Source: an optimization exercise on an open RTL-to-GDS flow (aim: small area). Production flows keep margins and buffers that such runs may drop.
In this exercise RTL edits were held to simulation tests only and were not proved equivalent to the original.
No activity file was given, so power comes from the tool's default toggle rates.

==> v15 <==
==> flow/design.v <==
module ptp_perout_gen #(
    parameter int FNS_W        = 16,
    parameter bit OUT_POLARITY = 1'b1
) (
    input  logic        clk,
    input  logic        rst_n,
    input  logic [95:0] ts_96,
    input  logic        enable,
    input  logic        cfg_valid,
    input  logic [79:0] cfg_start,
    input  logic [79:0] cfg_period,
    input  logic [79:0] cfg_width,
    output logic        perout,
    output logic        locked,
    output logic        cfg_error
);
    localparam int TW = 78;   
    logic [TW-1:0] ts_now;
    logic [TW-1:0] start_q;
    logic [TW-1:0] start_d;     
    logic [TW-1:0] period_q;    
    logic [TW-1:0] wmp_q;       
    logic [TW-1:0] next_rise;
    logic [TW-1:0] addend;
    logic [TW-1:0] sum;
    logic [TW-1:0] ts_in;
    logic [TW-1:0] c_start, c_period, c_width;
    logic [TW-1:0] c_wmp;
    logic          c_w_lt_p;
    logic          armed;       
    logic          cfg_held;
    logic          pulse;
    logic          cfg_legal;
    logic          back_q;
    logic          was_rst;
    logic          ge_rise, ge_sum;
    logic          idle;
    logic          unused;
    function automatic logic [TW-1:0] t80(input logic [79:0] t);
        t80 = {t[79:32], t[29:0]};
    endfunction
    function automatic logic t_ge(input logic [TW-1:0] a, input logic [TW-1:0] b);
        logic g, g0, g1;
        g = 1'b1;
        g0 = 1'b0; g1 = 1'b1;
        for (int i = 0; i < TW; i++) begin
            g0 = (a[i] & ~b[i]) | ((a[i] | ~b[i]) & g0);
            g1 = (a[i] & ~b[i]) | ((a[i] | ~b[i]) & g1);
            if (i % 6 == 6 - 1 || i == TW - 1) begin
                g = g0 | (g1 & g);
                g0 = 1'b0; g1 = 1'b1;
            end
        end
        t_ge = g;
    endfunction
    function automatic logic t_ge_r(input logic [TW-1:0] a, input logic [TW-1:0] b);
        logic g;
        g = 1'b1;
        for (int i = 0; i < TW; i++) g = (a[i] & ~b[i]) | ((a[i] | ~b[i]) & g);
        t_ge_r = g;
    endfunction
    localparam logic [29:0] NS_BIAS = 30'd73741824;   
    function automatic logic [TW-1:0] t_add(input logic [TW-1:0] a, input logic [TW-1:0] b);
        logic [TW-1:0] s;
        logic          c;
        s     = a + b;
        c     = s[30] ^ a[30] ^ b[30];
        t_add = {s[TW-1:30], c ? s[29:0] : s[29:0] - NS_BIAS};
    endfunction
    function automatic logic [TW+1:0] cia(input logic [TW-1:0] a, input logic [TW-1:0] b, input logic cin);
        logic [TW-1:0] s0, s;
        logic          g, carry, cblk, pf, c30;
        carry = cin; cblk = cin; g = cin; pf = 1'b1; c30 = 1'b0;
        for (int i = 0; i < TW; i++) begin
            if (i % 6 == 0 && i != 0) begin
                cblk = carry; g = 1'b0; pf = 1'b1;
                if (i == 30) c30 = carry;
            end
            s0[i] = a[i] ^ b[i] ^ g;
            g     = (a[i] & b[i]) | (a[i] & g) | (b[i] & g);
            s[i]  = (i < 6 || !cblk) ? s0[i] : s0[i] ^ pf;
            pf    = pf & s0[i];
            if (i % 6 == 5) carry = (i < 6) ? g : (g | (cblk & pf));
        end
        cia = {carry, c30, s};
    endfunction
    function automatic logic [TW:0] t_sub_b(input logic [TW-1:0] a, input logic [TW-1:0] b);
        logic [TW+1:0] d;
        d       = cia(a, ~b, 1'b1);
        t_sub_b = {!d[TW+1], d[TW-1:30], d[TW] ? d[29:0] + NS_BIAS : d[29:0]};
    endfunction
    assign start_d   = (c_start & {TW{cfg_valid}}) | (start_q & {TW{!cfg_valid}});
    assign ts_in     = t80(ts_96[95:16]);
    assign c_start   = t80(cfg_start);
    assign c_period  = t80(cfg_period);
    assign c_width   = t80(cfg_width);
    assign unused    = ^{ts_96[47:46], ts_96[15:0], cfg_start[31:30], cfg_period[31:30], cfg_width[31:30]};
    assign {c_w_lt_p, c_wmp} = t_sub_b(c_width, c_period);
    assign cfg_legal = (c_width != '0) && c_w_lt_p;
    assign addend    = pulse ? wmp_q : period_q;
    assign sum       = t_add(next_rise, addend);
    assign ge_sum    = t_ge(ts_now, sum);
    assign ge_rise   = t_ge_r(ts_now, next_rise);
    assign idle      = !armed && !pulse;
    assign perout    = OUT_POLARITY ? pulse : ~pulse;
    always_ff @(posedge clk) begin
        ts_now  <= ts_in;
        was_rst <= !rst_n;
        back_q  <= !was_rst && !t_ge_r(ts_in, ts_now);
        start_q <= start_d;
        if (cfg_valid) begin
            period_q <= {c_period[TW-1:30], c_period[29:0] + NS_BIAS};
            wmp_q    <= c_wmp;
        end
        if (cfg_valid || !enable || idle || back_q)
            next_rise <= start_d;
        else if (armed && (ge_sum || ge_rise))
            next_rise <= sum;
    end
    always_ff @(posedge clk) begin
        if (!rst_n) begin
            armed     <= 1'b0;
            cfg_held  <= 1'b0;
            pulse     <= 1'b0;
            locked    <= 1'b0;
            cfg_error <= 1'b0;
        end else begin
            if (cfg_valid) begin
                pulse     <= 1'b0;
                locked    <= 1'b0;
                cfg_error <= !cfg_legal;
                cfg_held  <= cfg_legal;
                armed     <= cfg_legal && enable;
            end else if (!enable) begin
                armed  <= 1'b0;
                pulse  <= 1'b0;
                locked <= 1'b0;
            end else if (!idle && back_q) begin
                pulse  <= 1'b0;
                locked <= 1'b0;
                armed  <= 1'b1;
            end else if (idle) begin
                locked <= 1'b0;
                armed  <= cfg_held;
            end else if (armed) begin
                if (ge_sum) begin
                    locked <= 1'b0;
                end else if (ge_rise) begin
                    pulse  <= 1'b1;
                    locked <= 1'b1;
                    armed  <= 1'b0;
                end
            end else if (ge_sum) begin
                pulse <= 1'b0;
                armed <= 1'b1;
            end
        end
    end
endmodule
==> flow/flow/run.sh <==
#!/bin/bash
# The standard layout (standard.sh, unchanged synthesis), except that the buffers put on
# the input and output ports are the smallest buffer cell, sky130_fd_sc_hd__buf_1, and clock
# tree synthesis builds the tree from sky130_fd_sc_hd__clkbuf_16 in larger sink clusters,
# without dummy loads.
set -euo pipefail
export BUFFER_PORTS_ARGS="-buffer_cell sky130_fd_sc_hd__buf_1"
export CTS_ARGS="-sink_clustering_enable -repair_clock_nets -dont_use_dummy_load -buf_list sky130_fd_sc_hd__clkbuf_16 -sink_clustering_size 30 -sink_clustering_max_diameter 150"
bash standard.sh > standard.log 2>&1
==> flow/standard.sh <==
#!/bin/bash
# synth_recipe.tcl (not shown) runs the flow's synth.tcl, then flattens the netlist and writes it again
# the make line also repeats each setting of config.mk as NAME=value (left out here)
make -C /OpenROAD-flow-scripts/flow DESIGN_CONFIG=/design/flow/config.mk WORK_HOME=/design/flow/orfs CLKGATE_MAP_FILE= SYNTH_SCRIPT=/design/flow/synth_recipe.tcl "${@:-finish}"
==> flow/config.mk <==
export PLATFORM = sky130hd
export DESIGN_NAME = ptp_perout_gen
export DESIGN_NICKNAME = ptp_perout_gen
export VERILOG_FILES = /design/flow/design.v
export SDC_FILE = /design/flow/constraint.sdc
export NUM_CORES = 4
export LEC_CHECK = 0
export ABC_AREA = 1
export CAP_MARGIN = 20
export CORE_MARGIN = 2
export CORE_UTILIZATION = 40
export SLEW_MARGIN = 20
==> flow/constraint.sdc <==
create_clock -name core_clock -period 8.5 [get_ports {clk}]
set_input_delay 1.7000 -clock core_clock [delete_from_list [all_inputs] [get_ports {clk}]]
set_output_delay 1.7000 -clock core_clock [all_outputs]
set_load 0.01 [all_outputs]
==> v32: changes against v15 <==
--- a/flow/design.v
+++ b/flow/design.v
@@ -47,5 +47,5 @@
             g0 = (a[i] & ~b[i]) | ((a[i] | ~b[i]) & g0);
             g1 = (a[i] & ~b[i]) | ((a[i] | ~b[i]) & g1);
-            if (i % 6 == 6 - 1 || i == TW - 1) begin
+            if (i % 10 == 10 - 1 || i == TW - 1) begin
                 g = g0 | (g1 & g);
                 g0 = 1'b0; g1 = 1'b1;
==> flow/flow/run.sh (replaced) <==
#!/bin/bash
# The standard layout (standard.sh, unchanged synthesis), except that the buffers put on
# the input and output ports are the smallest buffer cell, sky130_fd_sc_hd__buf_1, and clock
# tree synthesis builds the tree from sky130_fd_sc_hd__clkbuf_8 in larger sink clusters,
# without dummy loads.
set -euo pipefail
export BUFFER_PORTS_ARGS="-buffer_cell sky130_fd_sc_hd__buf_1"
export CTS_ARGS="-sink_clustering_enable -repair_clock_nets -dont_use_dummy_load -buf_list sky130_fd_sc_hd__clkbuf_8 -sink_clustering_size 16 -sink_clustering_max_diameter 80"
bash standard.sh > standard.log 2>&1
Settings changed: CORE_UTILIZATION 40 to 60.
==> v3: changes against v15 <==
--- a/flow/design.v
+++ b/flow/design.v
@@ -18,5 +18,4 @@
     logic [TW-1:0] ts_now;
     logic [TW-1:0] start_q;
-    logic [TW-1:0] start_d;     
     logic [TW-1:0] period_q;    
     logic [TW-1:0] wmp_q;       
@@ -68,27 +67,11 @@
         t_add = {s[TW-1:30], c ? s[29:0] : s[29:0] - NS_BIAS};
     endfunction
-    function automatic logic [TW+1:0] cia(input logic [TW-1:0] a, input logic [TW-1:0] b, input logic cin);
-        logic [TW-1:0] s0, s;
-        logic          g, carry, cblk, pf, c30;
-        carry = cin; cblk = cin; g = cin; pf = 1'b1; c30 = 1'b0;
-        for (int i = 0; i < TW; i++) begin
-            if (i % 6 == 0 && i != 0) begin
-                cblk = carry; g = 1'b0; pf = 1'b1;
-                if (i == 30) c30 = carry;
-            end
-            s0[i] = a[i] ^ b[i] ^ g;
-            g     = (a[i] & b[i]) | (a[i] & g) | (b[i] & g);
-            s[i]  = (i < 6 || !cblk) ? s0[i] : s0[i] ^ pf;
-            pf    = pf & s0[i];
-            if (i % 6 == 5) carry = (i < 6) ? g : (g | (cblk & pf));
-        end
-        cia = {carry, c30, s};
+    function automatic logic [TW:0] t_sub_b(input logic [TW-1:0] a, input logic [TW-1:0] b);
+        logic [TW:0] d;
+        logic        bw;
+        d       = {1'b0, a} - {1'b0, b};
+        bw      = d[30] ^ a[30] ^ b[30];
+        t_sub_b = {d[TW:30], bw ? d[29:0] : d[29:0] + NS_BIAS};
     endfunction
-    function automatic logic [TW:0] t_sub_b(input logic [TW-1:0] a, input logic [TW-1:0] b);
-        logic [TW+1:0] d;
-        d       = cia(a, ~b, 1'b1);
-        t_sub_b = {!d[TW+1], d[TW-1:30], d[TW] ? d[29:0] + NS_BIAS : d[29:0]};
-    endfunction
-    assign start_d   = (c_start & {TW{cfg_valid}}) | (start_q & {TW{!cfg_valid}});
     assign ts_in     = t80(ts_96[95:16]);
     assign c_start   = t80(cfg_start);
@@ -108,11 +91,13 @@
         was_rst <= !rst_n;
         back_q  <= !was_rst && !t_ge_r(ts_in, ts_now);
-        start_q <= start_d;
         if (cfg_valid) begin
+            start_q  <= c_start;
             period_q <= {c_period[TW-1:30], c_period[29:0] + NS_BIAS};
             wmp_q    <= c_wmp;
         end
-        if (cfg_valid || !enable || idle || back_q)
-            next_rise <= start_d;
+        if (cfg_valid)
+            next_rise <= c_start;
+        else if (!enable || idle || back_q)
+            next_rise <= start_q;
         else if (armed && (ge_sum || ge_rise))
             next_rise <= sum;
==> flow/run.sh (new file) <==
#!/bin/bash
# synth_recipe.tcl (not shown) runs the flow's synth.tcl, then flattens the netlist and writes it again
# the make line also repeats each setting of config.mk as NAME=value (left out here)
make -C /OpenROAD-flow-scripts/flow DESIGN_CONFIG=/design/flow/config.mk WORK_HOME=/design/flow/orfs CLKGATE_MAP_FILE= SYNTH_SCRIPT=/design/flow/synth_recipe.tcl finish
removed: flow/flow/run.sh
removed: flow/standard.sh
==> v17: changes against v15 <==
==> flow/flow/run.sh (replaced) <==
#!/bin/bash
# The standard layout (standard.sh, unchanged synthesis), except that the buffers put on
# the input and output ports are the smallest buffer cell, sky130_fd_sc_hd__buf_1, and clock
# tree synthesis builds the tree from sky130_fd_sc_hd__clkbuf_4 without dummy loads.
set -euo pipefail
export BUFFER_PORTS_ARGS="-buffer_cell sky130_fd_sc_hd__buf_1"
export CTS_ARGS="-sink_clustering_enable -repair_clock_nets -dont_use_dummy_load -buf_list sky130_fd_sc_hd__clkbuf_4"
bash standard.sh > standard.log 2>&1
Settings changed: CORE_UTILIZATION 40 to 60.
==> comparison table <==
item	v17	v32	v3	v15
Worst skew pair latency	0.87 ns	0.69 ns	0.60 ns	0.57 ns
Clock root buffer master	clkbuf_4	clkbuf_8	clkbuf_16	clkbuf_16
Post-synthesis sequential area ratio	39.7%	39.7%	41.1%	39.7%
Met3 Routed Length	5270 µm	3760 µm	4160 µm	4220 µm
Area enclosed by the die boundary	44900 µm²	44900 µm²	69500 µm²	66900 µm²
Post-synthesis to final-layout area growth	11.6%	9.08%	22.7%	11.5%
Non-clock buffer instance count of the final layout	353	341	347	358
Outcome	no timing/DRC/antenna violations	failed layout checks	no timing/DRC/antenna violations	no timing/DRC/antenna violations
Violated checks	-	capacitance limit, slew limit	-	-
Reported clock group power	1.28 mW	0.935 mW	2.21 mW	0.973 mW
Critical path startpoint	period_q[0]	pulse	pulse	pulse
Switching power	2.28 mW	2.17 mW	2.36 mW	2.12 mW
Mux share of post-synthesis cell area	0.424%	0.328%	0%	0.424%
Storage cell area	10300 µm²	10300 µm²	11100 µm²	10300 µm²
Depth of the critical timing path with buffers and inverters included	61	66	61	61
Power density relative to cell area	207 nW/µm²	199 nW/µm²	211 nW/µm²	194 nW/µm²
Crit path top cell by count	nand2_1	nand2_2	nand2_1	nand2_1
Largest clock skew in the final design	0.0884 ns	0.0494 ns	0.0314 ns	0.0512 ns
Placed insts	4199	4123	4601	4475
Routed wire length	69200 µm	66000 µm	78700 µm	70700 µm
Final Total Pwr	5.99 mW	5.62 mW	6.96 mW	5.61 mW

[re-timing with driven ports]
No port has a modelled driver above. Below, the same layouts with a new extraction and two added sets of constraints.
Step 1, drivers: a clkbuf_16 drives clk and a buf_2 each remaining input, both assumed.
Step 2 moves the port delays by t, midway between the first and last clock arrival at a register: inputs arrive t later, outputs are due t later. That takes back most of the time a late clock gives input paths.
Three values: no drivers, after step 1, after step 2; two values: the first two.
| run | t, ns | setup slack, ns | hold WS [ns] | latest minus earliest clock arrival (ns) |
|---|---|---|---|---|
| v15 | 0.601 | 0.698 / 0.698 / 0.235 | 0.447 / 0.447 / 0.447 | 0.052 / 0.052 |
| v32 | 0.723 | 0.635 / 0.635 / -0.026 | 0.447 / 0.447 / 0.447 | 0.050 / 0.050 |
| v3 | 0.649 | 0.541 / 0.541 / 0.206 | 0.460 / 0.460 / 0.460 | 0.032 / 0.032 |
| v17 | 0.884 | 0.631 / 0.631 / -0.186 | 0.441 / 0.441 / 0.441 | 0.089 / 0.088 |
The setup slack of v17, which loses most, moves by 0.000 ns with the drivers and by -0.817 ns with both steps.
